Background: an optimization exercise with open tools, aiming at small area and few clock cycles per item. Do not read the settings as production practice. The RTL was checked by simulation tests, not by an equivalence proof against the original design. No activity file was given, so power comes from the tool's default toggle rates.

[design/flow/design.v]
`timescale 1ns/100ps
package vsldu_pkg;
    localparam int ELEN = 32;
    localparam int ELEN_BYTES = ELEN / 8;
    localparam int EB_W = $clog2(ELEN_BYTES + 1);   
    localparam int MAX_LMUL = 4;   
    typedef enum logic [2:0] {
        SLDU_SLIDEUP    = 3'd0,   
        SLDU_SLIDEDOWN  = 3'd1,   
        SLDU_SLIDE1UP   = 3'd2,   
        SLDU_SLIDE1DOWN = 3'd3,   
        SLDU_VMV        = 3'd4    
    } sldu_op_e;
    typedef enum logic [2:0] {
        SEW_8  = 3'b000,
        SEW_16 = 3'b001,
        SEW_32 = 3'b010
    } sew_e;
    typedef enum logic [2:0] {
        LMUL_1 = 3'b000,
        LMUL_2 = 3'b001,
        LMUL_4 = 3'b010
    } lmul_e;
endpackage
`timescale 1ns/100ps
module vsldu_decode #(
    parameter int NB = 32   
) (
    input  logic [2:0]          op,
    input  logic [2:0]          sew,
    input  logic [2:0]          lmul,
    input  logic [31:0]         scalar,
    input  logic                load,        
    output logic [3:0]          rot_n,       
    output logic [3:0]          keep_n,      
    output logic [NB-1:0]       sel_hi,      
    output logic [NB-1:0]       sel_lo,      
    output logic [NB-1:0]       sel_src,     
    output logic [NB-1:0]       sel_sc,      
    output logic                hold,        
    output logic [31:0]         sc_lane      
);
    logic          e16, e32;
    logic          g16, g32;
    logic          one;         
    logic          big;         
    logic [4:0]    kb;          
    logic [4:0]    rot;         
    logic [NB-1:0] below_k;     
    logic [NB-1:0] fits;        
    logic          up_lo, up_hi, dn_lo, dn_hi, keep_l, keep_big, ins_lo_l, ins_hi_l;
    assign e16 = (sew == 3'd1);
    assign e32 = (sew == 3'd2);
    assign g16 = (lmul == 3'd1);
    assign g32 = (lmul == 3'd2);
    assign one = op[1] || op[2];
    assign sc_lane[7:0]   = scalar[7:0];
    assign sc_lane[15:8]  = (e16 || e32) ? scalar[15:8] : scalar[7:0];
    assign sc_lane[23:16] = e32 ? scalar[23:16] : scalar[7:0];
    assign sc_lane[31:24] = e32 ? scalar[31:24] : (e16 ? scalar[15:8] : scalar[7:0]);
    always_comb begin
        logic [2:0] lg_n;
        lg_n = 3'd3 + {1'b0, g32, g16} - {1'b0, e32, e16};
        big  = !one && (|scalar[31:5] || (scalar[4] && lg_n <= 3'd4) || (scalar[3] && lg_n <= 3'd3) ||
                        (scalar[2] && lg_n <= 3'd2) || (scalar[1] && lg_n <= 3'd1));
        if (one) kb = {2'b00, e32, e16, !(e32 || e16)};
        else     kb = e32 ? {scalar[2:0], 2'b00} : (e16 ? {scalar[3:0], 1'b0} : scalar[4:0]);
        rot = op[0] ? kb : (5'd0 - kb);   
    end
    assign rot_n  = ~rot[3:0];
    assign keep_n = rot[3:0];
    always_comb begin
        logic up, dn;
        up       = load && !big && (op == 3'd0 || op == 3'd2);
        dn       = load && !big && (op == 3'd1 || op == 3'd3);
        up_lo    = up && !rot[4];
        up_hi    = up && rot[4];
        dn_lo    = dn && !rot[4];
        dn_hi    = dn && rot[4];
        keep_l   = load && (op == 3'd0);
        keep_big = keep_l && big;
        ins_lo_l = load && (op == 3'd2 || op[2]);
        ins_hi_l = load && (op == 3'd3);
    end
    always_comb begin
        below_k = '0;
        below_k[0] = kb[0];
        for (int b = 1; b < 5; b++) begin
            for (int i = 0; i < (1 << b); i++) begin
                below_k[i + (1 << b)] = kb[b] && below_k[i];
                below_k[i]            = kb[b] || below_k[i];
            end
        end
        for (int i = 0; i < NB; i++) begin
            if (i < 8)       fits[i] = g32 ? !below_k[31 - i] : (g16 ? !below_k[15 - i] : !below_k[7 - i]);
            else if (i < 16) fits[i] = g32 ? !below_k[31 - i] : (g16 && !below_k[(15 - i) & 31]);
            else             fits[i] = g32 && !below_k[31 - i];
        end
        for (int i = 0; i < NB; i++) begin
            logic in_g;
            in_g       = (i < 8) || (i < 16 && g16) || g32;
            sel_lo[i]  = (up_lo && in_g && !below_k[i]) || (dn_lo && fits[i]);
            sel_hi[i]  = (up_hi && in_g && !below_k[i]) || (dn_hi && fits[i]);
            sel_src[i] = in_g && (keep_big || (keep_l && below_k[i]));
            sel_sc[i]  = (ins_lo_l && below_k[i]) || (ins_hi_l && in_g && !fits[i]);
        end
    end
    assign hold = !load;
endmodule
`timescale 1ns/100ps
module vsldu_rot_level #(
    parameter int NB = 32,
    parameter int SH = 1
) (
    input  logic [8*NB-1:0] d,
    input  logic            rot_n,
    input  logic            keep_n,
    output logic [8*NB-1:0] q_n
);
    logic [8*NB-1:0] moved;
    assign moved = {d[8*SH-1:0], d[8*NB-1:8*SH]};
    assign q_n = ~(({8*NB{rot_n}} | moved) & ({8*NB{keep_n}} | d));
endmodule
module vsldu_pick #(
    parameter int NB = 32
) (
    input  logic [8*NB-1:0] d,
    input  logic [8*NB-1:0] src,
    input  logic [NB-1:0]   sel_hi,
    input  logic [NB-1:0]   sel_lo,
    input  logic [NB-1:0]   sel_src,
    output logic [8*NB-1:0] q_n
);
    for (genvar i = 0; i < NB; i++) begin : g_byte
        assign q_n[8*i +: 8] = ~(({8{sel_hi[i]}}  & d[8*((i + NB/2) % NB) +: 8]) |
                                 ({8{sel_lo[i]}}  & d[8*i +: 8]) |
                                 ({8{sel_src[i]}} & src[8*i +: 8]));
    end
endmodule
module vsldu_keep #(
    parameter int W = 8
) (
    input  logic [W-1:0] q,
    input  logic         hold,
    output logic [W-1:0] k_n
);
    assign k_n = ~({W{hold}} & q);
endmodule
module vsldu_join3 #(
    parameter int W = 8
) (
    input  logic [W-1:0] a_n,
    input  logic [W-1:0] b_n,
    input  logic [W-1:0] c_n,
    output logic [W-1:0] y
);
    assign y = ~(a_n & b_n & c_n);
endmodule
module vsldu_join #(
    parameter int W = 8
) (
    input  logic [W-1:0] a_n,
    input  logic [W-1:0] b_n,
    output logic [W-1:0] y
);
    assign y = ~(a_n & b_n);
endmodule
module vsldu_slide_stage #(
    parameter int NB = 32
) (
    input  logic [8*NB-1:0]    vs2,
    input  logic [8*NB-1:0]    result,    
    input  logic [3:0]         rot_n,
    input  logic [3:0]         keep_n,
    input  logic [NB-1:0]      sel_hi,
    input  logic [NB-1:0]      sel_lo,
    input  logic [NB-1:0]      sel_src,
    input  logic [NB-1:0]      sel_sc,
    input  logic               hold,
    input  logic [31:0]        sc_lane,
    output logic [8*NB-1:0]    next_result
);
    logic [8*NB-1:0] stage [5];
    logic [8*NB-1:0] picked_n;
    logic [8*NB-1:0] kept_n;
    assign stage[0] = vs2;
    for (genvar b = 0; b < 4; b++) begin : g_rot
        vsldu_rot_level #(.NB(NB), .SH(1 << b)) u_level (
            .d(stage[b]), .rot_n(rot_n[b]), .keep_n(keep_n[b]), .q_n(stage[b+1])
        );
    end
    vsldu_pick #(.NB(NB)) u_pick (
        .d(stage[4]), .src(vs2), .sel_hi(sel_hi), .sel_lo(sel_lo), .sel_src(sel_src),
        .q_n(picked_n)
    );
    for (genvar i = 0; i < NB; i++) begin : g_out
        vsldu_keep #(.W(8)) u_keep (
            .q(result[8*i +: 8]), .hold(hold), .k_n(kept_n[8*i +: 8])
        );
        if (i < 8 || (i >= 12 && i < 16) || i >= 28) begin : g_sc
            logic [7:0] sc_n;
            vsldu_keep #(.W(8)) u_sc (
                .q(sc_lane[8*(i % 4) +: 8]), .hold(sel_sc[i]), .k_n(sc_n)
            );
            vsldu_join3 #(.W(8)) u_join (
                .a_n(picked_n[8*i +: 8]), .b_n(kept_n[8*i +: 8]), .c_n(sc_n),
                .y(next_result[8*i +: 8])
            );
        end else begin : g_nosc
            vsldu_join #(.W(8)) u_join (
                .a_n(picked_n[8*i +: 8]), .b_n(kept_n[8*i +: 8]), .y(next_result[8*i +: 8])
            );
        end
    end
endmodule
`timescale 1ns/100ps
module vsldu_top #(
    parameter int VLEN = 64
) (
    input  logic                                clk,
    input  logic                                rst_n,
    input  logic                                in_valid,
    output logic                                in_ready,
    input  logic [2:0]                          op,
    input  logic [2:0]                          sew,
    input  logic [2:0]                          lmul,
    input  logic [vsldu_pkg::MAX_LMUL*VLEN-1:0] vs2,
    input  logic [vsldu_pkg::ELEN-1:0]          scalar,
    output logic                                out_valid,
    input  logic                                out_ready,
    output logic [vsldu_pkg::MAX_LMUL*VLEN-1:0] result
);
    localparam int NB = vsldu_pkg::MAX_LMUL * VLEN / 8;
    logic [3:0]      rot_n;
    logic [3:0]      keep_n;
    logic [NB-1:0]   sel_hi;
    logic [NB-1:0]   sel_lo;
    logic [NB-1:0]   sel_src;
    logic [NB-1:0]   sel_sc;
    logic            hold;
    logic [31:0]     sc_lane;
    logic [8*NB-1:0] next_result;
    assign in_ready = !out_valid || out_ready;
    always_ff @(posedge clk or negedge rst_n) begin
        if (!rst_n) begin
            out_valid <= 1'b0;
        end else if (in_ready) begin
            out_valid <= in_valid;
        end
    end
    always_ff @(posedge clk) begin
        result <= next_result;
    end
    vsldu_decode #(.NB(NB)) u_decode (
        .op(op), .sew(sew), .lmul(lmul), .scalar(scalar), .load(in_ready),
        .rot_n(rot_n), .keep_n(keep_n), .sel_hi(sel_hi), .sel_lo(sel_lo),
        .sel_src(sel_src), .sel_sc(sel_sc), .hold(hold), .sc_lane(sc_lane)
    );
    vsldu_slide_stage #(.NB(NB)) u_slide (
        .vs2(vs2), .result(result), .rot_n(rot_n), .keep_n(keep_n),
        .sel_hi(sel_hi), .sel_lo(sel_lo), .sel_src(sel_src), .sel_sc(sel_sc),
        .hold(hold), .sc_lane(sc_lane), .next_result(next_result)
    );
endmodule
[design/flow/flow/run.sh]
#!/bin/bash
# Layout: the standard flow (standard synthesis unchanged), with the port
# buffers made from the smallest buffer cell and no CTS dummy loads.
set -euo pipefail
export BUFFER_PORTS_ARGS="-buffer_cell sky130_fd_sc_hd__buf_1"
export CTS_ARGS="-sink_clustering_enable -repair_clock_nets -dont_use_dummy_load"
bash standard.sh > make_flow.log 2>&1
[design/flow/standard.sh]
#!/bin/bash
# synth_recipe.tcl (not shown) runs the flow's synth.tcl, then flattens the netlist and writes it again
# the make line also repeats each setting of config.mk as NAME=value (left out here)
make -C /OpenROAD-flow-scripts/flow DESIGN_CONFIG=/design/flow/config.mk WORK_HOME=/design/flow/orfs CLKGATE_MAP_FILE= SYNTH_SCRIPT=/design/flow/synth_recipe.tcl "${@:-finish}"
[design/flow/config.mk]
export PLATFORM = sky130hd
export DESIGN_NAME = vsldu_top
export DESIGN_NICKNAME = vsldu_top
export VERILOG_FILES = /design/flow/design.v
export SDC_FILE = /design/flow/constraint.sdc
export NUM_CORES = 4
export LEC_CHECK = 0
export CAP_MARGIN = 20
export CORE_MARGIN = 2
export CORE_UTILIZATION = 22
export CTS_BUF_LIST = sky130_fd_sc_hd__clkbuf_4 sky130_fd_sc_hd__clkbuf_8
export PLACE_DENSITY = 0.4
export SLEW_MARGIN = 20
export SYNTH_HIERARCHICAL = 1
[design/flow/constraint.sdc]
create_clock -name core_clock -period 10.0 [get_ports {clk}]
set_input_delay 2.0000 -clock core_clock [delete_from_list [all_inputs] [get_ports {clk}]]
set_output_delay 2.0000 -clock core_clock [all_outputs]
set_load 0.01 [all_outputs]
==> metrics.log, run 1 <==
[metrics] result of the run: timing/DRC/antenna clean
[metrics] filler-free cell count of the finished design: between 4,000 and 5,000
[metrics] average footprint of a synthesized cell: about 7.3 sq um
[metrics] total setup buffers inserted after CTS: 0
[metrics] buffer and inverter count on the worst path: 3
[metrics] worst max-slew margin expressed relative to the limit: 10.4%
[metrics] total via count in the routed design: 32,000
[metrics] classification of the worst-slack hold path: reg -> reg
[metrics] CTS max path bufs: 3
[metrics] layout overhead on the synthesized area: 13.5%
[metrics] leakage power of the design: around 8.2 nW
[metrics] post-layout instance area: 24,700 sq um
[metrics] maximum fanout count along the critical path: 75
[metrics] RSZ-0062 raised after global routing: false
[metrics] Power Dens Cells: between 150 and 200 nW/um^2
[metrics] number of antenna violations at the first check in global routing: 16
[metrics] total negative slack: 0 ns
[metrics] arrival time worst endpoint: 7.70 ns
[metrics] Final Net Count: 3,568
[metrics] number of cells traversed by the worst hold path: 2
[metrics] residual overflow from global routing: 0
[metrics] critical path startpoint category: primary input
[metrics] fraction of layout cells with a size suffix above 1: 6.44%
[metrics] net count after synthesis: 3,275
[metrics] Std-Cell Rows: between 100 and 150
[metrics] cells traversed along the worst timing path: buf_1 -> nor2b_1 -> o21ai_2 -> a32oi_2 -> ha_1 -> nor2_1 -> a21oi_4 -> inv_6 -> buf_12 -> o22ai_1 -> o22ai_1 -> o22ai_1 -> a222oi_1 -> nand3_1
[metrics] Ports: 559
[metrics] worst clock skew on the final layout: 0.0300 ns
[metrics] detailed-placement wirelength estimate: about 180,000 um
[metrics] total count of max-transition violations in the final report: 0
[metrics] fraction of the cycle the final worst path needs: between 70% and 80%
[metrics] CTS H-tree lvls: 2
[metrics] Pre-antenna DRT Iters: 11
[metrics] Routed WL: 219,000 um
[metrics] Die Footprint: ~100,000 sq um
[metrics] number of setup violations in the final report: 0
[metrics] worst voltage drop across the vdd grid: 0.0000713 V
[metrics] largest net degree at the start of global routing: about 160
[metrics] TritonCTS clock tree: yes
[metrics] number of hold buffers added after CTS: 0
[metrics] Worst-Margin Slew: between 1 and 1.5 ns
[metrics] via count of the first global-routing pass: 28,000
[metrics] category of cells accounting for the largest share of critical-path delay: compound AO/OA/AOI/OAI gates
[metrics] first-pass GRT wire length: 278,000 um
[metrics] worst setup path class: in -> reg
[metrics] number of warnings issued by yosys: 11
[metrics] worst skew pair latency: 0.59 ns
[metrics] worst hold slack: approximately 0.44 ns
[metrics] CP max stage delay: between 0.9 and 1 ns
[metrics] PnR Total Power: around 0.0046 W
[metrics] CP most frequent cell: sky130_fd_sc_hd__o22ai_1
[metrics] die extent in y: 318 um
[metrics] mapped cell area: roughly 22,000 sq um
[metrics] Initial Utilization: ~22%
[metrics] violation count after the first detailed-routing iteration: between 7,000 and 8,000
[metrics] number of buffer cells added on primary ports: approximately 560
[metrics] slowest library cell on the worst path: sky130_fd_sc_hd__o22ai_1
[metrics] routability cong.: roughly 1.1
[metrics] wire length per cell: between 40 and 50 um
[metrics] R2R depth: 9
[metrics] Tmin final: approximately 7.3 ns
[metrics] CTS Buf Count: 35
[metrics] number of cells on the critical path: 14
[metrics] all-layer global routing usage: between 40% and 50%
[metrics] Die Span X: 318 um
[metrics] sort of element at the end of the critical path: flop
[metrics] core box area: 98,100 sq um
[metrics] post-cts gate resize count: 0
[metrics] placed instance count: 4,509
[metrics] post-route antenna net violation count: 0
[metrics] Synth Instances: around 3,000
[metrics] Hold Fails Final Rpt: 0
[metrics] max-cap check violation count: 0
[metrics] placed inst area: 23,800 sq um
[metrics] CTS clk-pin slew, worst paths: 0.05 ns
[metrics] upper clock frequency limit: ~140 MHz
[metrics] endpoint required time on the critical path: between 10 and 15 ns
[metrics] Clock Sink Count: 257
[metrics] CTS Root Cell: sky130_fd_sc_hd__clkbuf_16
[metrics] detailed-route vias per instance: 7.01
[metrics] residual DRC count: 0
[worst paths after layout]
| check | startpoint | endpoint | slack (ns) |
|---|---|---|---|
| min | result[182] | result[182] | 0.44 |
| min in group asynchronous | rst_n | out_valid | 1.19 |
| max in group asynchronous | rst_n | out_valid | 8.71 |
| max | sew[0] | result[43] | 2.71 |
| max reg2reg | out_valid | result[11] | 6.52 |
| min reg2reg | result[182] | result[182] | 0.44 |
[cell type report]
class | count | area, sq um
inverter | 15 | 86.3
multi-input combinational | 2284 | 13900
tap | 1287 | 1610
sequential | 257 | 5150
clock buffer | 35 | 876
timing repair buffer | 668 | 3090
antenna | 11 | 27.5
fill | 11100 | 73400
[per-stage QoR]
step | utilization [%] | worst slack (ns)
final | 25.2 | 2.71
after global routing | 25.1 | 2.68
after global placement | 24.2 | 2.63
after floorplan | - | 4.13
after CTS | 25.1 | 3.24
after detailed placement | 24.2 | 2.66
[where the power goes]
group	switching, W	internal (W)	leakage (nW)
registers	0.0000657	0.00110	2.09
logic	0.00180	0.000550	5.72
clock network	0.000501	0.000613	0.431
[tightest hold or removal path, cell delays in order (launching register included)]
cell and delay [ns]:
sky130_fd_sc_hd__dfxtp_1 0.31, sky130_fd_sc_hd__nand2_1 0.05, sky130_fd_sc_hd__nand2_1 0.04
[placed cells by master, fill, tap and decap left out, types with 6 or more instances in the layout]
master,count
sky130_fd_sc_hd__o22ai_1,1039
sky130_fd_sc_hd__clkbuf_16,35
sky130_fd_sc_hd__nor3_1,6
sky130_fd_sc_hd__and3_1,6
sky130_fd_sc_hd__diode_2,11
sky130_fd_sc_hd__a21oi_2,7
sky130_fd_sc_hd__nor4_1,7
sky130_fd_sc_hd__nor2b_1,7
sky130_fd_sc_hd__nand2b_1,7
sky130_fd_sc_hd__buf_4,94
sky130_fd_sc_hd__nor2_1,53
sky130_fd_sc_hd__a222oi_1,256
sky130_fd_sc_hd__dfxtp_1,256
sky130_fd_sc_hd__o22ai_2,10
sky130_fd_sc_hd__a22oi_1,9
sky130_fd_sc_hd__o21ai_0,30
sky130_fd_sc_hd__mux2_2,8
sky130_fd_sc_hd__a21oi_1,34
sky130_fd_sc_hd__a21o_1,7
sky130_fd_sc_hd__inv_1,6
sky130_fd_sc_hd__nand2_1,567
sky130_fd_sc_hd__buf_1,558
sky130_fd_sc_hd__o21ai_1,13
sky130_fd_sc_hd__nand3_1,141
sky130_fd_sc_hd__buf_12,13
[routing by layer]
layer  vias up  GRT usage [%]  share of wire, %  routed length (um)
met5         -              0            0.0050                  11
met4         2           26.9               8.1               17700
met3       574           11.7                11               24500
met2      2821           60.0                41               90700
met1     15900           51.8                39               86100
li1      12700              -                 -                   -
[state kept, by name (all words and copies together) (netlist names)]
register,count
out_valid,1
result,256
Testbench counts, summed over its fixed seeds: cycles 4,808, items 4,800.
==> inputs of run 2 (changes only) <==
==> design/flow/flow/run.sh (replaced) <==
#!/bin/bash
# Layout: the standard flow (standard synthesis unchanged), with the port
# buffers made from the smallest buffer cell, small clock buffers and no CTS
# dummy loads.
set -euo pipefail
export BUFFER_PORTS_ARGS="-buffer_cell sky130_fd_sc_hd__buf_1"
export CTS_ARGS="-sink_clustering_enable -repair_clock_nets -dont_use_dummy_load -buf_list {sky130_fd_sc_hd__clkbuf_8} -root_buf sky130_fd_sc_hd__clkbuf_16"
bash standard.sh > make_flow.log 2>&1
==> design/flow/config.mk (replaced) <==
export PLATFORM = sky130hd
export DESIGN_NAME = vsldu_top
export DESIGN_NICKNAME = vsldu_top
export VERILOG_FILES = /design/flow/design.v
export SDC_FILE = /design/flow/constraint.sdc
export NUM_CORES = 4
export LEC_CHECK = 0
export CAP_MARGIN = 30
export CORE_MARGIN = 2
export CORE_UTILIZATION = 24
export PLACE_DENSITY = 0.42
export SLEW_MARGIN = 25
export SYNTH_HIERARCHICAL = 1
==> run 2 against run 1 <==
  * Still clean on timing, DRC and antenna
  * Routed wire length shrank 7.3%
  * Clock power shrank 12%
  * Total power is 4.7% lower
  * Synthesized area did not move
  * Hold slack lost 0.0032 ns
  * Die area is 8.2% lower
  * Combinational power is 4% lower
  * First-iteration DRC count up 5.0%
  * Cell count down 1.8%
  * Clock skew rose by 0.031 ns
  * Critical path depth did not move
  * Critical path type unchanged
  * Largest cell class unchanged
==> metrics.log, run 2 <==
[metrics] result of the run: timing/DRC/antenna clean (unchanged)
[metrics] Final Net Count: 3,575 (was 3,568)
[metrics] Die Span X: 305 um (was 318 um)
[metrics] first-pass GRT wire length: 260,000 um (was 278,000 um)
[metrics] worst clock skew on the final layout: 0.0611 ns (was 0.0300 ns)
[metrics] Std-Cell Rows: 110 (was 115)
[metrics] Power Dens Cells: 182 nW/um^2 (was 188 nW/um^2)
[metrics] arrival time worst endpoint: 7.63 ns (was 7.70 ns)
[metrics] maximum fanout count along the critical path: 188 (was 75)
[metrics] residual DRC count: 0 (unchanged)
[metrics] Ports: 559 (unchanged)
[metrics] Pre-antenna DRT Iters: 12 (was 11)
[metrics] post-layout instance area: 24,300 sq um (was 24,700 sq um)
[metrics] number of buffer cells added on primary ports: 558 (unchanged)
[metrics] worst skew pair latency: 0.57 ns (was 0.59 ns)
[metrics] detailed-placement wirelength estimate: 163,000 um (was 178,000 um)
[metrics] worst voltage drop across the vdd grid: 0.0000968 V (was 0.0000713 V)
[metrics] number of setup violations in the final report: 0 (unchanged)
[metrics] commonest non-fill, non-tap cell in the layout: sky130_fd_sc_hd__o22ai_1 (unchanged)
[metrics] CTS clk-pin slew, worst paths: 0.05 ns (about the same)
[metrics] fraction of layout cells with a size suffix above 1: 6.43% (was 6.44%)
[metrics] all-layer global routing usage: 41.1% (was 40.8%)
[metrics] largest net degree at the start of global routing: 189 (was 163)
[metrics] TritonCTS clock tree: yes (unchanged)
[metrics] detailed-route vias per instance: 7.18 (was 7.01)
[metrics] residual overflow from global routing: 0 (unchanged)
[metrics] total count of max-transition violations in the final report: 0 (unchanged)
[metrics] number of antenna violations at the first check in global routing: 39 (was 16)
[metrics] Largest regs: result x256, out_valid x1 (unchanged)
[metrics] worst max-slew margin expressed relative to the limit: 19.7% (was 10.4%)
[metrics] Largest register FFs: 256 (unchanged)
[metrics] Worst-Margin Slew: 1.20 ns (was 1.34 ns)
[metrics] CTS H-tree lvls: 2 (unchanged)
[metrics] via count of the first global-routing pass: 27,900 (was 28,000)
[metrics] RSZ-0062 raised after global routing: false (unchanged)
[metrics] number of hold buffers added after CTS: 0 (unchanged)
[metrics] routability cong.: 1.15 (was 1.11)
[metrics] Initial Utilization: 24.2% (was 22.2%)
[metrics] layout overhead on the synthesized area: 11.7% (was 13.5%)
[metrics] core box area: 89,900 sq um (was 98,100 sq um)
[metrics] violation count after the first detailed-routing iteration: 7,945 (was 7,564)
[metrics] Tmin final: 7.24 ns (was 7.29 ns)
[metrics] layout filler cell count: 10,300 (was 11,100)
[metrics] leakage power of the design: 8.14 nW (was 8.25 nW)
[metrics] die extent in y: 305 um (was 318 um)
[metrics] average footprint of a synthesized cell: 7.33 sq um (unchanged)
[metrics] most frequent cells in the layout: 1,041 x sky130_fd_sc_hd__o22ai_1, 567 x sky130_fd_sc_hd__nand2_1, 558 x sky130_fd_sc_hd__buf_1, 256 x sky130_fd_sc_hd__a222oi_1, 256 x sky130_fd_sc_hd__dfxtp_1 (was 1,039 x sky130_fd_sc_hd__o22ai_1, 567 x sky130_fd_sc_hd__nand2_1, 558 x sky130_fd_sc_hd__buf_1, 256 x sky130_fd_sc_hd__a222oi_1, 256 x sky130_fd_sc_hd__dfxtp_1)
[metrics] total via count in the routed design: 32,100 (was 32,000)
[metrics] CTS max path bufs: 3 (unchanged)
[metrics] CTS Buf Count: 50 (was 35)
[metrics] placed inst area: 23,300 sq um (was 23,800 sq um)
[metrics] filler-free cell count of the finished design: 4,475 (was 4,557)
[metrics] sort of element at the end of the critical path: flop (unchanged)
[metrics] endpoint required time on the critical path: 10.40 ns (was 10.41 ns)
[metrics] Hold Fails Final Rpt: 0 (unchanged)
[metrics] placed instance count: 4,381 (was 4,509)
[metrics] total setup buffers inserted after CTS: 0 (unchanged)
[metrics] fraction of the cycle the final worst path needs: 72.4% (was 72.9%)
[metrics] CTS Root Cell: sky130_fd_sc_hd__clkbuf_16 (unchanged)
[metrics] max-cap check violation count: 0 (unchanged)
[metrics] classification of the worst-slack hold path: reg -> reg (unchanged)
[metrics] post-route antenna net violation count: 0 (unchanged)
[metrics] wire length per cell: 45.4 um (was 48.1 um)
[metrics] net count after synthesis: 3,275 (unchanged)
[metrics] worst setup path class: in -> reg (unchanged)
[metrics] Clock Sink Count: 257 (unchanged)
[metrics] post-cts gate resize count: 0 (unchanged)
[metrics] mapped cell area: 21,800 sq um (unchanged)
[metrics] register ranked first by flip-flop count: result (unchanged)
[metrics] number of warnings issued by yosys: 11 (unchanged)
[metrics] Synth Instances: 2,968 (unchanged)
[metrics] upper clock frequency limit: 138 MHz (was 137 MHz)
[metrics] Routed WL: 203,000 um (was 219,000 um)
[metrics] total negative slack: 0 ns (unchanged)
[metrics] PnR Total Power: 0.00441 W (was 0.00463 W)
[metrics] critical path startpoint category: primary input (unchanged)
[metrics] Die Footprint: 93,100 sq um (was 101,000 sq um)
## run 2: final timing paths
path,cells past startpoint,to,slack (ns),start
min in group asynchronous,1,out_valid,1.18,rst_n
setup reg to reg,9,result[219],6.41,out_valid
setup / recovery,14,result[58],2.76,sew[0]
max in group asynchronous,1,out_valid,8.72,rst_n
hold / removal,2,result[134],0.44,result[134]
hold reg to reg,2,result[134],0.44,result[134]
## run 2: per-stage QoR
step	worst slack, ns	utilization [%]	hold WS, ns
global route	2.56	27.0	0.459
CTS	3.11	26.8	0.440
floorplan	4.13	-	0.463
finish	2.76	27.0	0.439
detailed placement	2.51	26.0	0.433
global placement	2.57	25.8	0.426
## run 2: power by group
group          internal (W)  switching (W)
clock network      0.000486       0.000495
logic              0.000535        0.00173
registers           0.00110      0.0000706
## run 2: worst max-delay path, stage by stage
cell	delay (ns)
sky130_fd_sc_hd__buf_1	0.25
sky130_fd_sc_hd__nor2b_1	0.57
sky130_fd_sc_hd__o21ai_2	0.27
sky130_fd_sc_hd__a32oi_2	0.64
sky130_fd_sc_hd__ha_1	0.21
sky130_fd_sc_hd__nor2_1	0.06
sky130_fd_sc_hd__a21oi_4	0.21
sky130_fd_sc_hd__buf_4	0.66
sky130_fd_sc_hd__buf_12	0.62
sky130_fd_sc_hd__o22ai_1	0.26
sky130_fd_sc_hd__o22ai_1	0.64
sky130_fd_sc_hd__o22ai_1	0.25
sky130_fd_sc_hd__a222oi_1	0.69
sky130_fd_sc_hd__nand3_1	0.15
## run 2: cell type report
class / count / area [sq um] / area share [%]
Inverter: 15 / 81.3 / 0.335
Clock buffer: 50 / 744 / 3.06
Multi-Input combinational cell: 2284 / 13800 / 56.9
Tap cell: 1176 / 1470 / 6.05
Sequential cell: 257 / 5150 / 21.2
Antenna cell: 33 / 82.6 / 0.340
Timing Repair Buffer: 660 / 2950 / 12.1
## run 2: per-layer routing
layer	vias to the layer above	track usage (%)	routed length, um
met2	3064	58.5	81300
met5	-	0	162
met3	760	16.7	28100
li1	12700	-	-
met4	22	32.8	19900
met1	15600	48.5	73700
==> inputs of run 3 (changes only) <==
--- a/design/flow/config.mk
+++ b/design/flow/config.mk
@@ -8,6 +8,6 @@
 export CAP_MARGIN = 30
 export CORE_MARGIN = 2
-export CORE_UTILIZATION = 24
-export PLACE_DENSITY = 0.42
+export CORE_UTILIZATION = 28
+export PLACE_DENSITY = 0.48
 export SLEW_MARGIN = 25
 export SYNTH_HIERARCHICAL = 1
==> run 3 against run 2 <==
  * Clock skew is 0.023 ns lower
  * Clock-buffer cell count is 1 higher
  * Routed wire length is 7.3% lower
  * Register-to-register slack better by 0.06 ns
  * Fmax is 0.67% lower
  * Global-route usage is 3.3 points higher
  * Die area is 14% lower
  * Largest power group unchanged
  * Clock power is 0.7% lower
  * Combinational power hardly changed
  * Synthesized area stayed put
  * Still clean on timing, DRC and antenna
==> metrics.log, run 3 <==
[metrics] CTS H-tree lvls: 2 (unchanged)
[metrics] largest net degree at the start of global routing: 196 (was 189)
[metrics] Ports: 559 (unchanged)
[metrics] total count of max-transition violations in the final report: 0 (unchanged)
[metrics] Hold Fails Final Rpt: 0 (unchanged)
[metrics] slowest library cell on the worst path: sky130_fd_sc_hd__a222oi_1 (unchanged)
[metrics] number of antenna violations at the first check in global routing: 30 (was 39)
[metrics] CTS clk-pin slew, worst paths: 0.05 ns (about the same)
[metrics] CP max stage delay: 1.03 ns (was 0.69 ns)
[metrics] Die Footprint: 79,900 sq um (was 93,100 sq um)
[metrics] layout filler cell count: 8,671 (was 10,300)
[metrics] number of setup violations in the final report: 0 (unchanged)
[metrics] sort of element at the end of the critical path: flop (unchanged)
[metrics] commonest non-fill, non-tap cell in the layout: sky130_fd_sc_hd__o22ai_1 (unchanged)
[metrics] register ranked first by flip-flop count: result (unchanged)
[metrics] number of warnings issued by yosys: 11 (unchanged)
[metrics] total negative slack: 0 ns (unchanged)
[metrics] CTS Buf Count: 51 (was 50)
[metrics] residual overflow from global routing: 0 (unchanged)
[metrics] Pre-antenna DRT Iters: 15 (was 12)
[metrics] worst clock skew on the final layout: 0.0382 ns (was 0.0611 ns)
[metrics] Power Dens Cells: 183 nW/um^2 (was 182 nW/um^2)
[metrics] die extent in y: 283 um (was 305 um)
[metrics] max-cap check violation count: 0 (unchanged)
[metrics] Worst-Margin Slew: 1.17 ns (was 1.20 ns)
[metrics] Final Net Count: 3,564 (was 3,575)
[metrics] number of buffer cells added on primary ports: 558 (unchanged)
[metrics] Final Util: 31.0% (was 27.0%)
[metrics] upper clock frequency limit: 137 MHz (was 138 MHz)
[metrics] RSZ-0062 raised after global routing: false (unchanged)
[metrics] total via count in the routed design: 31,800 (was 32,100)
[metrics] TritonCTS clock tree: yes (unchanged)
[metrics] endpoint required time on the critical path: 10.39 ns (was 10.40 ns)
[metrics] leakage power of the design: 8.04 nW (was 8.14 nW)
[metrics] CTS max path bufs: 3 (unchanged)
[metrics] worst max-slew margin expressed relative to the limit: 21.7% (was 19.7%)
[metrics] classification of the worst-slack hold path: reg -> reg (unchanged)
[metrics] most frequent cells in the layout: 1,047 x sky130_fd_sc_hd__o22ai_1, 567 x sky130_fd_sc_hd__nand2_1, 558 x sky130_fd_sc_hd__buf_1, 256 x sky130_fd_sc_hd__a222oi_1, 256 x sky130_fd_sc_hd__dfxtp_1 (was 1,041 x sky130_fd_sc_hd__o22ai_1, 567 x sky130_fd_sc_hd__nand2_1, 558 x sky130_fd_sc_hd__buf_1, 256 x sky130_fd_sc_hd__a222oi_1, 256 x sky130_fd_sc_hd__dfxtp_1)
[metrics] core box area: 77,200 sq um (was 89,900 sq um)
[metrics] Die Span X: 283 um (was 305 um)
[metrics] critical path startpoint category: primary input (unchanged)
[metrics] average footprint of a synthesized cell: 7.33 sq um (unchanged)
[metrics] arrival time worst endpoint: 7.67 ns (was 7.63 ns)
[metrics] layout overhead on the synthesized area: 9.94% (was 11.7%)
[metrics] Initial Utilization: 28.2% (was 24.2%)
[metrics] residual DRC count: 0 (unchanged)
[metrics] mapped cell area: 21,800 sq um (unchanged)
[metrics] all-layer global routing usage: 44.4% (was 41.1%)
[metrics] Clock Sink Count: 257 (unchanged)
[metrics] CTS Root Cell: sky130_fd_sc_hd__clkbuf_16 (unchanged)
[metrics] Largest register FFs: 256 (unchanged)
[metrics] fraction of layout cells with a size suffix above 1: 5.81% (was 6.43%)
[metrics] first-pass GRT wire length: 241,000 um (was 260,000 um)
[metrics] worst setup path class: in -> reg (unchanged)
[metrics] detailed-route vias per instance: 7.37 (was 7.18)
[metrics] worst voltage drop across the vdd grid: 0.000103 V (was 0.0000968 V)
[metrics] detailed-placement wirelength estimate: 151,000 um (was 163,000 um)
[metrics] fraction of the cycle the final worst path needs: 72.8% (was 72.4%)
[metrics] post-cts gate resize count: 0 (unchanged)
[metrics] wire length per cell: 43.6 um (was 45.4 um)
[metrics] violation count after the first detailed-routing iteration: 8,393 (was 7,945)
[metrics] Largest regs: result x256, out_valid x1 (unchanged)
[metrics] net count after synthesis: 3,275 (unchanged)
[metrics] number of hold buffers added after CTS: 0 (unchanged)
[metrics] result of the run: timing/DRC/antenna clean (unchanged)
[metrics] worst skew pair latency: 0.56 ns (was 0.57 ns)
[metrics] total setup buffers inserted after CTS: 0 (unchanged)
[metrics] Tmin final: 7.28 ns (was 7.24 ns)
[metrics] post-route antenna net violation count: 0 (unchanged)
[metrics] Routed WL: 188,000 um (was 203,000 um)
[metrics] CP most frequent cell: sky130_fd_sc_hd__o22ai_1 (unchanged)
[metrics] via count of the first global-routing pass: 27,400 (was 27,900)
[metrics] routability cong.: 1.19 (was 1.15)
[metrics] Std-Cell Rows: 102 (was 110)
[metrics] maximum fanout count along the critical path: 82 (was 188)
[metrics] cells traversed along the worst timing path: buf_1 -> nor2b_1 -> o21ai_2 -> a32oi_2 -> ha_1 -> nor2_1 -> a21oi_4 -> inv_6 -> buf_12 -> o22ai_1 -> o22ai_1 -> o22ai_1 -> a222oi_1 -> nand3_1 (was buf_1 -> nor2b_1 -> o21ai_2 -> a32oi_2 -> ha_1 -> nor2_1 -> a21oi_4 -> buf_4 -> buf_12 -> o22ai_1 -> o22ai_1 -> o22ai_1 -> a222oi_1 -> nand3_1)
[metrics] Synth Instances: 2,968 (unchanged)
[run 3: layer usage]
| layer | vias up | GRT usage (%) | wire (um) |
|---|---|---|---|
| li1 | 12700 | - | - |
| met1 | 15200 | 52.5 | 66900 |
| met2 | 3056 | 61.4 | 72800 |
| met3 | 766 | 20.0 | 29100 |
| met4 | 24 | 35.8 | 19400 |
| met5 | - | 0.794 | 241 |
[run 3: stage by stage]
step                      total power (W)  setup WS [ns]  std cells  hold slack, ns  cell area, sq um
after CTS                         0.00417           3.15       4290           0.437             23800
after floorplan                   0.00239           4.13       2968           0.463             21800
after global routing              0.00437           2.70       4301           0.460             23900
after detailed placement          0.00320           2.59       4239           0.429             23100
final                             0.00436           2.72       4317           0.433             23900
after global placement            0.00322           2.26       4225           0.422             22900
[run 3: final timing paths]
check	slack (ns)	startpoint	cells past startpoint	endpoint
max reg2reg	6.47	out_valid	8	result[121]
min reg2reg	0.43	result[70]	2	result[70]
min	0.43	result[70]	2	result[70]
max in group asynchronous	8.71	rst_n	1	out_valid
min in group asynchronous	1.19	rst_n	1	out_valid
max	2.72	sew[0]	14	result[121]
[run 3: where the power goes]
| group | internal (W) | total [W] | switching (W) |
|---|---|---|---|
| Sequential | 0.00110 | 0.00117 | 0.0000635 |
| Clock | 0.000493 | 0.000973 | 0.000480 |
| Combinational | 0.000529 | 0.00223 | 0.00170 |
| Total | 0.00212 | 0.00436 | 0.00224 |
[run 3: area by class of cell]
cell class	count	area (sq um)	area share [%]
inverter	15	81.3	0.340
tap	1040	1300	5.44
clock buffer	51	758	3.17
antenna	22	55.1	0.230
sequential	257	5150	21.5
timing repair buffer	648	2810	11.7
multi-input combinational	2284	13800	57.5
[run 3: critical path: cells and delay by family]
kind / cells / cell delay [ns]
compound gates: 7 / 3.17
fa+ha+maj: 1 / 0.36
buf+inv: 3 / 1.12
simple gates: 3 / 0.89
==> inputs of run 4 (changes only) <==
==> design/flow/run.sh (new file) <==
#!/bin/bash
# synth_recipe.tcl (not shown) runs the flow's synth.tcl, then flattens the netlist and writes it again
# the make line also repeats each setting of config.mk as NAME=value (left out here)
make -C /OpenROAD-flow-scripts/flow DESIGN_CONFIG=/design/flow/config.mk WORK_HOME=/design/flow/orfs CLKGATE_MAP_FILE= SYNTH_SCRIPT=/design/flow/synth_recipe.tcl finish
--- a/design/flow/config.mk
+++ b/design/flow/config.mk
@@ -8,6 +8,6 @@
 export CAP_MARGIN = 30
 export CORE_MARGIN = 2
-export CORE_UTILIZATION = 28
-export PLACE_DENSITY = 0.48
+export CORE_UTILIZATION = 24
+export PLACE_DENSITY = 0.42
 export SLEW_MARGIN = 25
 export SYNTH_HIERARCHICAL = 1
removed: design/flow/flow/run.sh
removed: design/flow/standard.sh
==> run 4 against run 3 <==
  * Fmax shrank 10%
  * Routed wire length grew 15%
  * Combinational power grew about 10%
  * Sequential cell count is the same
  * Non-clock buffer count grew 45
  * Via count grew 1.4%
  * Core utilization grew 0.93 points
  * Synthesized cell count is the same
==> metrics.log, run 4 <==
[metrics] total via count in the routed design: 32,300 (was 31,800)
[metrics] worst max-slew margin expressed relative to the limit: 19.9% (was 21.7%)
[metrics] via count of the first global-routing pass: 28,900 (was 27,400)
[metrics] number of cells traversed by the worst hold path: 2 (unchanged)
[metrics] met1 routed wirelength after detailed routing: 82,900 um (was 66,900 um)
[metrics] net count after synthesis: 3,275 (unchanged)
[metrics] all-layer global routing usage: 44.0% (was 44.4%)
[metrics] Hold Fails Final Rpt: 0 (unchanged)
[metrics] worst hold slack: 0.440 ns (was 0.433 ns)
[metrics] Synth Instances: 2,968 (unchanged)
[metrics] launch point of the worst path: sew[0] (unchanged)
[metrics] mapped cell area: 21,800 sq um (unchanged)
[metrics] CTS Root Cell: sky130_fd_sc_hd__clkbuf_16 (unchanged)
[metrics] TritonCTS clock tree: yes (unchanged)
[metrics] residual overflow from global routing: 0 (unchanged)
[metrics] Power Dens Cells: 176 nW/um^2 (was 183 nW/um^2)
[metrics] worst clock skew on the final layout: 0.0204 ns (was 0.0382 ns)
[metrics] hold path endpoint: result[150] (was result[70])
[metrics] Std-Cell Rows: 110 (was 102)
[metrics] Largest regs: result x256, out_valid x1 (unchanged)
[metrics] CTS H-tree lvls: 2 (unchanged)
[metrics] worst setup path class: in -> reg (unchanged)
[metrics] endpoint required time on the critical path: 10.39 ns (about the same)
[metrics] post-route antenna net violation count: 0 (unchanged)
[metrics] arrival time worst endpoint: 8.49 ns (was 7.67 ns)
[metrics] register ranked first by flip-flop count: result (unchanged)
[metrics] CTS Buf Count: 36 (was 51)
[metrics] Place WS: 1.73 ns (was 2.59 ns)
[metrics] total setup buffers inserted after CTS: 0 (unchanged)
[metrics] buffer and inverter count on the worst path: 4 (was 3)
[metrics] Pre-antenna DRT Iters: 12 (was 15)
[metrics] CP max stage delay: 1.09 ns (was 1.03 ns)
[metrics] number of buffer cells added on primary ports: 558 (unchanged)
[metrics] most frequent cells in the layout: 1,040 x sky130_fd_sc_hd__o22ai_1, 567 x sky130_fd_sc_hd__nand2_1, 558 x sky130_fd_sc_hd__clkdlybuf4s50_1, 256 x sky130_fd_sc_hd__a222oi_1, 256 x sky130_fd_sc_hd__dfxtp_1 (was 1,047 x sky130_fd_sc_hd__o22ai_1, 567 x sky130_fd_sc_hd__nand2_1, 558 x sky130_fd_sc_hd__buf_1, 256 x sky130_fd_sc_hd__a222oi_1, 256 x sky130_fd_sc_hd__dfxtp_1)
[metrics] Largest register FFs: 256 (unchanged)
[metrics] max-cap check violation count: 0 (unchanged)
[metrics] number of hold buffers added after CTS: 0 (unchanged)
[metrics] layout overhead on the synthesized area: 31.8% (was 9.94%)
[metrics] leakage power of the design: 9.94 nW (was 8.04 nW)
[metrics] worst min-delay path startpoint: result[150] (was result[70])
[metrics] upper clock frequency limit: 124 MHz (was 137 MHz)
[metrics] highest signal layer in the routed design: met5 (unchanged)
[metrics] Die Span X: 305 um (was 283 um)
[metrics] category of cells accounting for the largest share of critical-path delay: compound AO/OA/AOI/OAI gates (unchanged)
[metrics] CTS max path bufs: 3 (unchanged)
[metrics] number of antenna violations at the first check in global routing: 22 (was 30)
[metrics] residual DRC count: 0 (unchanged)
[metrics] first-pass GRT wire length: 277,000 um (was 241,000 um)
[metrics] fraction of the cycle the final worst path needs: 80.9% (was 72.8%)
[metrics] Clock Sink Count: 257 (unchanged)
[metrics] CTS clk-pin slew, worst paths: 0.06 ns (was 0.05 ns)
[metrics] critical path startpoint category: primary input (unchanged)
[metrics] detailed-route vias per instance: 7.16 (was 7.37)
[metrics] Initial Utilization: 24.2% (was 28.2%)
[metrics] die extent in y: 305 um (was 283 um)
[metrics] fraction of layout cells with a size suffix above 1: 8.48% (was 5.81%)
[metrics] number of setup violations in the final report: 0 (unchanged)
[metrics] total negative slack: 0 ns (unchanged)
[metrics] routability cong.: 1.14 (was 1.19)
[metrics] number of warnings issued by yosys: 11 (unchanged)
[metrics] total count of max-transition violations in the final report: 0 (unchanged)
[metrics] Tmin final: 8.09 ns (was 7.28 ns)
[metrics] Worst R2R Setup Slack: 6.09 ns (was 6.47 ns)
[metrics] classification of the worst-slack hold path: reg -> reg (unchanged)
[metrics] worst voltage drop across the vdd grid: 0.000135 V (was 0.000103 V)
[metrics] post-cts gate resize count: 0 (unchanged)
[metrics] core box area: 89,900 sq um (was 77,200 sq um)
[metrics] critical register-to-register path startpoint: out_valid (unchanged)
[metrics] endpoint of the lowest-slack register-to-register path: result[43] (was result[121])
[metrics] largest net degree at the start of global routing: 188 (was 196)
[metrics] commonest non-fill, non-tap cell in the layout: sky130_fd_sc_hd__o22ai_1 (unchanged)
[metrics] detailed-placement wirelength estimate: 176,000 um (was 151,000 um)
[metrics] post-route setup slack: 1.91 ns (was 2.72 ns)
[metrics] Routed WL: 217,000 um (was 188,000 um)
[metrics] R2R depth: 10 (was 8)
[metrics] slowest library cell on the worst path: sky130_fd_sc_hd__a222oi_1 (unchanged)
[metrics] layout filler cell count: 9,614 (was 8,671)
[metrics] Detail Route met2 WL: 86,700 um (was 72,800 um)
[metrics] Final Net Count: 3,594 (was 3,564)
[metrics] sort of element at the end of the critical path: flop (unchanged)
[metrics] Die Footprint: 93,100 sq um (was 79,900 sq um)
[metrics] RSZ-0062 raised after global routing: false (unchanged)
[metrics] maximum fanout count along the critical path: 187 (was 82)
[metrics] average footprint of a synthesized cell: 7.33 sq um (unchanged)
[metrics] wire length per cell: 48.3 um (was 43.6 um)
[metrics] violation count after the first detailed-routing iteration: 7,995 (was 8,393)
[metrics] result of the run: timing/DRC/antenna clean (unchanged)
[metrics] cells traversed along the worst timing path: clkdlybuf4s50_1 -> nor2b_1 -> o21ai_2 -> a32oi_2 -> inv_2 -> nor2_1 -> a21oi_1 -> xnor2_2 -> buf_12 -> buf_4 -> o22ai_1 -> a222oi_1 -> nand3_1 (was buf_1 -> nor2b_1 -> o21ai_2 -> a32oi_2 -> ha_1 -> nor2_1 -> a21oi_4 -> inv_6 -> buf_12 -> o22ai_1 -> o22ai_1 -> o22ai_1 -> a222oi_1 -> nand3_1)
[metrics] worst skew pair latency: 0.59 ns (was 0.56 ns)
[metrics] Ports: 559 (unchanged)
[metrics] total met3 wirelength after detailed routing: 27,400 um (was 29,100 um)
[metrics] Worst-Margin Slew: 1.20 ns (was 1.17 ns)
[run 4: power by group]
group	switching [W]	internal, W
Combinational	0.00174	0.000716
Clock	0.000576	0.000835
Sequential	0.0000667	0.00110
[run 4: cell type report]
class / count / area, sq um / area share [%]
Sequential cell: 257 / 5150 / 18.0
Clock buffer: 46 / 990 / 3.45
Multi-Input combinational cell: 2284 / 14000 / 48.7
Antenna cell: 13 / 32.5 / 0.113
Timing Repair Buffer: 693 / 6750 / 23.5
Inverter: 15 / 81.3 / 0.284
Clock inverter: 18 / 246 / 0.860
Tap cell: 1176 / 1470 / 5.13
[run 4: tightest hold or removal path, cell delays in order (launching register included)]
cell	delay [ns]
sky130_fd_sc_hd__dfxtp_1	0.31
sky130_fd_sc_hd__nand2_1	0.05
sky130_fd_sc_hd__nand2_1	0.04
[run 4: worst max path at each step]
stage                       to  slack, ns  depth (start not counted)
finish              result[27]       1.91                         13
detailed placement  result[27]       1.73                         13
global route        result[27]       1.83                         13
global placement    result[43]       0.55                         16
CTS                 result[27]       2.28                         13
floorplan           result[62]       4.13                         14
[run 4: per-layer routing]
layer | up-vias | global-route usage (%)
met5 | - | 0
met2 | 2999 | 62.9
met4 | 8 | 32.8
li1 | 12800 | -
met1 | 15700 | 53.9
met3 | 719 | 15.9
[run 4: stage by stage]
step / util [%] / area [sq um] / total power [W] / instances
final: 31.9 / 28700 / 0.00503 / 4502
after global routing: 31.9 / 28600 / 0.00506 / 4489
after CTS: 31.8 / 28600 / 0.00488 / 4481
after detailed placement: 30.4 / 27300 / 0.00347 / 4417
after global placement: 30.1 / 27000 / 0.00348 / 4397
after floorplan: - / 21800 / 0.00239 / 2968
==> inputs of run 5 (changes only) <==
==> design/flow/flow/run.sh (new file) <==
#!/bin/bash
# Layout: the standard flow (standard synthesis unchanged), with the port
# buffers made from the smallest buffer cell, small clock buffers and no CTS
# dummy loads.
set -euo pipefail
export BUFFER_PORTS_ARGS="-buffer_cell sky130_fd_sc_hd__buf_1"
export CTS_ARGS="-sink_clustering_enable -repair_clock_nets -dont_use_dummy_load -buf_list {sky130_fd_sc_hd__clkbuf_8} -root_buf sky130_fd_sc_hd__clkbuf_8 -sink_clustering_size 20 -sink_clustering_max_diameter 50"
bash standard.sh > make_flow.log 2>&1
==> design/flow/standard.sh (new file) <==
#!/bin/bash
# synth_recipe.tcl (not shown) runs the flow's synth.tcl, then flattens the netlist and writes it again
# the make line also repeats each setting of config.mk as NAME=value (left out here)
make -C /OpenROAD-flow-scripts/flow DESIGN_CONFIG=/design/flow/config.mk WORK_HOME=/design/flow/orfs CLKGATE_MAP_FILE= SYNTH_SCRIPT=/design/flow/synth_recipe.tcl "${@:-finish}"
--- a/design/flow/config.mk
+++ b/design/flow/config.mk
@@ -8,6 +8,6 @@
 export CAP_MARGIN = 30
 export CORE_MARGIN = 2
-export CORE_UTILIZATION = 24
-export PLACE_DENSITY = 0.42
+export CORE_UTILIZATION = 30
+export PLACE_DENSITY = 0.5
 export SLEW_MARGIN = 25
 export SYNTH_HIERARCHICAL = 1
removed: design/flow/run.sh
==> run 5 against run 4 <==
  * Still clean on timing, DRC and antenna
  * Routed wire length is 9.3% lower
  * Clock power fell by 42%
  * Sequential cell count unchanged
  * Critical path type unchanged
==> metrics.log, run 5 <==
[metrics] total setup buffers inserted after CTS: 0 (unchanged)
[metrics] endpoint required time on the critical path: 10.48 ns (was 10.39 ns)
[metrics] classification of the worst-slack hold path: reg -> reg (unchanged)
[metrics] arrival time worst endpoint: 7.63 ns (was 8.49 ns)
[metrics] TritonCTS clock tree: yes (unchanged)
[metrics] first-pass GRT wire length: 253,000 um (was 277,000 um)
[metrics] most frequent cells in the layout: 1,042 x sky130_fd_sc_hd__o22ai_1, 567 x sky130_fd_sc_hd__nand2_1, 558 x sky130_fd_sc_hd__buf_1, 256 x sky130_fd_sc_hd__a222oi_1, 256 x sky130_fd_sc_hd__dfxtp_1 (was 1,040 x sky130_fd_sc_hd__o22ai_1, 567 x sky130_fd_sc_hd__nand2_1, 558 x sky130_fd_sc_hd__clkdlybuf4s50_1, 256 x sky130_fd_sc_hd__a222oi_1, 256 x sky130_fd_sc_hd__dfxtp_1)
[metrics] residual overflow from global routing: 0 (unchanged)
[metrics] worst clock skew on the final layout: 0.0362 ns (was 0.0204 ns)
[metrics] placed instance count: 4,153 (was 4,417)
[metrics] post-route antenna net violation count: 0 (unchanged)
[metrics] Die Span X: 273 um (was 305 um)
[metrics] number of hold buffers added after CTS: 0 (unchanged)
[metrics] buffer and inverter count on the worst path: 4 (unchanged)
[metrics] RSZ-0062 raised after global routing: false (unchanged)
[metrics] commonest non-fill, non-tap cell in the layout: sky130_fd_sc_hd__o22ai_1 (unchanged)
[metrics] average footprint of a synthesized cell: 7.33 sq um (unchanged)
[metrics] total count of max-transition violations in the final report: 0 (unchanged)
[metrics] net count after synthesis: 3,275 (unchanged)
[metrics] Clock Sink Count: 257 (unchanged)
[metrics] Hold Fails Final Rpt: 0 (unchanged)
[metrics] number of warnings issued by yosys: 11 (unchanged)
[metrics] category of cells accounting for the largest share of critical-path delay: compound AO/OA/AOI/OAI gates (unchanged)
[metrics] critical path startpoint category: primary input (unchanged)
[metrics] slowest library cell on the worst path: sky130_fd_sc_hd__a222oi_1 (unchanged)
[metrics] Routed WL: 197,000 um (was 217,000 um)
[metrics] CTS H-tree lvls: 2 (unchanged)
[metrics] all-layer global routing usage: 49.8% (was 44.0%)
[metrics] Ports: 559 (unchanged)
[metrics] number of antenna violations at the first check in global routing: 24 (was 22)
[metrics] leakage power of the design: 8.06 nW (was 9.94 nW)
[metrics] mapped cell area: 21,800 sq um (unchanged)
[metrics] Synth Instances: 2,968 (unchanged)
[metrics] Power Dens Cells: 177 nW/um^2 (was 176 nW/um^2)
[metrics] largest net degree at the start of global routing: 171 (was 188)
[metrics] Std-Cell Rows: 98 (was 110)
[metrics] max-cap check violation count: 0 (unchanged)
[metrics] Pre-antenna DRT Iters: 15 (was 12)
[metrics] filler-free cell count of the finished design: 4,233 (was 4,502)
[metrics] CP most frequent cell: sky130_fd_sc_hd__o22ai_1
[metrics] worst skew pair latency: 0.68 ns (was 0.59 ns)
[metrics] CTS Root Cell: sky130_fd_sc_hd__clkbuf_8 (was sky130_fd_sc_hd__clkbuf_16)
[metrics] die extent in y: 273 um (was 305 um)
[metrics] Worst-Margin Slew: 1.29 ns (was 1.20 ns)
[metrics] worst hold slack: 0.433 ns (was 0.440 ns)
[metrics] wire length per cell: 46.6 um (was 48.3 um)
[metrics] worst max-slew margin expressed relative to the limit: 13.8% (was 19.9%)
[metrics] CP max stage delay: 1.08 ns (was 1.09 ns)
[metrics] Initial Utilization: 30.4% (was 24.2%)
[metrics] worst setup path class: in -> reg (unchanged)
[metrics] detailed-placement wirelength estimate: 155,000 um (was 176,000 um)
[metrics] CTS max path bufs: 3 (unchanged)
[metrics] Final Net Count: 3,567 (was 3,594)
[metrics] Largest register FFs: 256 (unchanged)
[metrics] Largest regs: result x256, out_valid x1 (unchanged)
[metrics] sort of element at the end of the critical path: flop (unchanged)
[metrics] PnR Total Power: 0.00424 W (was 0.00503 W)
[metrics] maximum fanout count along the critical path: 165 (was 187)
[metrics] number of setup violations in the final report: 0 (unchanged)
[metrics] fraction of layout cells with a size suffix above 1: 6.57% (was 8.48%)
[metrics] Die Footprint: 74,700 sq um (was 93,100 sq um)
[metrics] via count of the first global-routing pass: 27,900 (was 28,900)
[metrics] routability cong.: 1.22 (was 1.14)
[metrics] core box area: 71,600 sq um (was 89,900 sq um)
[metrics] cells traversed along the worst timing path: buf_1 -> nor2b_1 -> o21ai_2 -> a32oi_2 -> ha_1 -> nor2_1 -> a21oi_4 -> buf_12 -> buf_4 -> buf_16 -> o22ai_1 -> o22ai_1 -> o22ai_1 -> a222oi_1 -> nand2_1 (was clkdlybuf4s50_1 -> nor2b_1 -> o21ai_2 -> a32oi_2 -> inv_2 -> nor2_1 -> a21oi_1 -> xnor2_2 -> buf_12 -> buf_4 -> o22ai_1 -> a222oi_1 -> nand3_1)
[metrics] register ranked first by flip-flop count: result (unchanged)
[metrics] violation count after the first detailed-routing iteration: 8,541 (was 7,995)
[metrics] layout overhead on the synthesized area: 9.85% (was 31.8%)
[metrics] total via count in the routed design: 32,600 (was 32,300)
[metrics] number of buffer cells added on primary ports: 558 (unchanged)
[metrics] worst voltage drop across the vdd grid: 0.0000818 V (was 0.000135 V)
[metrics] Tmin final: 7.15 ns (was 8.09 ns)
[metrics] post-cts gate resize count: 0 (unchanged)
[metrics] detailed-route vias per instance: 7.71 (was 7.16)
[metrics] CTS Buf Count: 41 (was 36)
[metrics] fraction of the cycle the final worst path needs: 71.5% (was 80.9%)
[metrics] upper clock frequency limit: 140 MHz (was 124 MHz)
[metrics] residual DRC count: 0 (unchanged)
[metrics] total negative slack: 0 ns (unchanged)
[metrics] result of the run: timing/DRC/antenna clean (unchanged)
[metrics] CTS clk-pin slew, worst paths: 0.06 ns (about the same)
-- run 5: metrics by stage --
| stage | setup WS (ns) | instance area [sq um] | util (%) |
|---|---|---|---|
| after floorplan | 4.13 | 21800 | - |
| after global placement | 2.33 | 22900 | 32.0 |
| after detailed placement | 2.39 | 23100 | 32.3 |
| after CTS | 3.08 | 23700 | 33.0 |
| after global routing | 2.76 | 23800 | 33.3 |
| final | 2.85 | 23900 | 33.4 |
-- run 5: routing by layer --
layer  vias up  global-route usage [%]  wire, um
li1      12700                       -         -
met4        14                    41.4     22000
met2      3376                    66.9     73800
met5         -                   0.834       131
met1     15700                    59.0     69400
met3       894                    24.0     31900
-- run 5: worst paths after layout --
check | startpoint | to | slack (ns) | depth (start not counted)
min in group asynchronous | rst_n | out_valid | 1.11 | 1
setup reg to reg | out_valid | result[216] | 6.49 | 8
setup / recovery | sew[0] | result[141] | 2.85 | 15
max in group asynchronous | rst_n | out_valid | 8.79 | 1
hold reg to reg | result[142] | result[142] | 0.43 | 2
hold / removal | result[142] | result[142] | 0.43 | 2
-- run 5: cell type report --
type / instances / area [sq um]
Tap cell: 950 / 1190
Inverter: 15 / 81.3
Multi-Input combinational cell: 2284 / 13900
Antenna cell: 25 / 62.6
Clock buffer: 41 / 564
Fill cell: 8033 / 47700
Sequential cell: 257 / 5150
Timing Repair Buffer: 661 / 2990
-- run 5: report_power, final --
part           total [W]  switching [W]  internal (W)  leakage (nW)
Combinational    0.00224        0.00170      0.000538          5.67
Sequential       0.00118      0.0000801       0.00110          2.09
Clock           0.000821       0.000462      0.000359         0.295
Total            0.00424        0.00224       0.00200          8.06
-- run 5: worst min-delay path, delay by kind of cell, from the launching register on --
kind             cells  cell delay, ns
DFF                  1            0.30
and+or+nand+nor      2            0.09

static timing again, ports no longer ideal:
No port has a modelled driver above. Below, the same layouts with a new extraction and two added sets of constraints.
Step 1, drivers: a clkbuf_16 drives clk and a buf_2 each remaining input, both assumed.
Step 2, shift: input delay + t, output delay - t, t = (earliest + latest rising clock arrival at the registers) / 2. This alone moves slack from input paths to output paths.
a / b / c = ideal ports / drivers / drivers and shift; a / b = the first two.
run	t (ns)	setup WS [ns]	worst setup path at the end
run 1	0.641	2.713 / 2.766 / 2.125	input to register
run 2	0.619	2.765 / 2.821 / 2.201	input to register
run 3	0.627	2.716 / 2.762 / 2.136	input to register
run 4	0.651	1.906 / 1.957 / 1.307	input to register
run 5	0.718	2.849 / 2.888 / 2.171	input to register
After both steps every run listed still meets setup and hold. The setup slack of run 5, which loses most, moves by +0.039 ns with the drivers and by -0.678 ns with both steps.
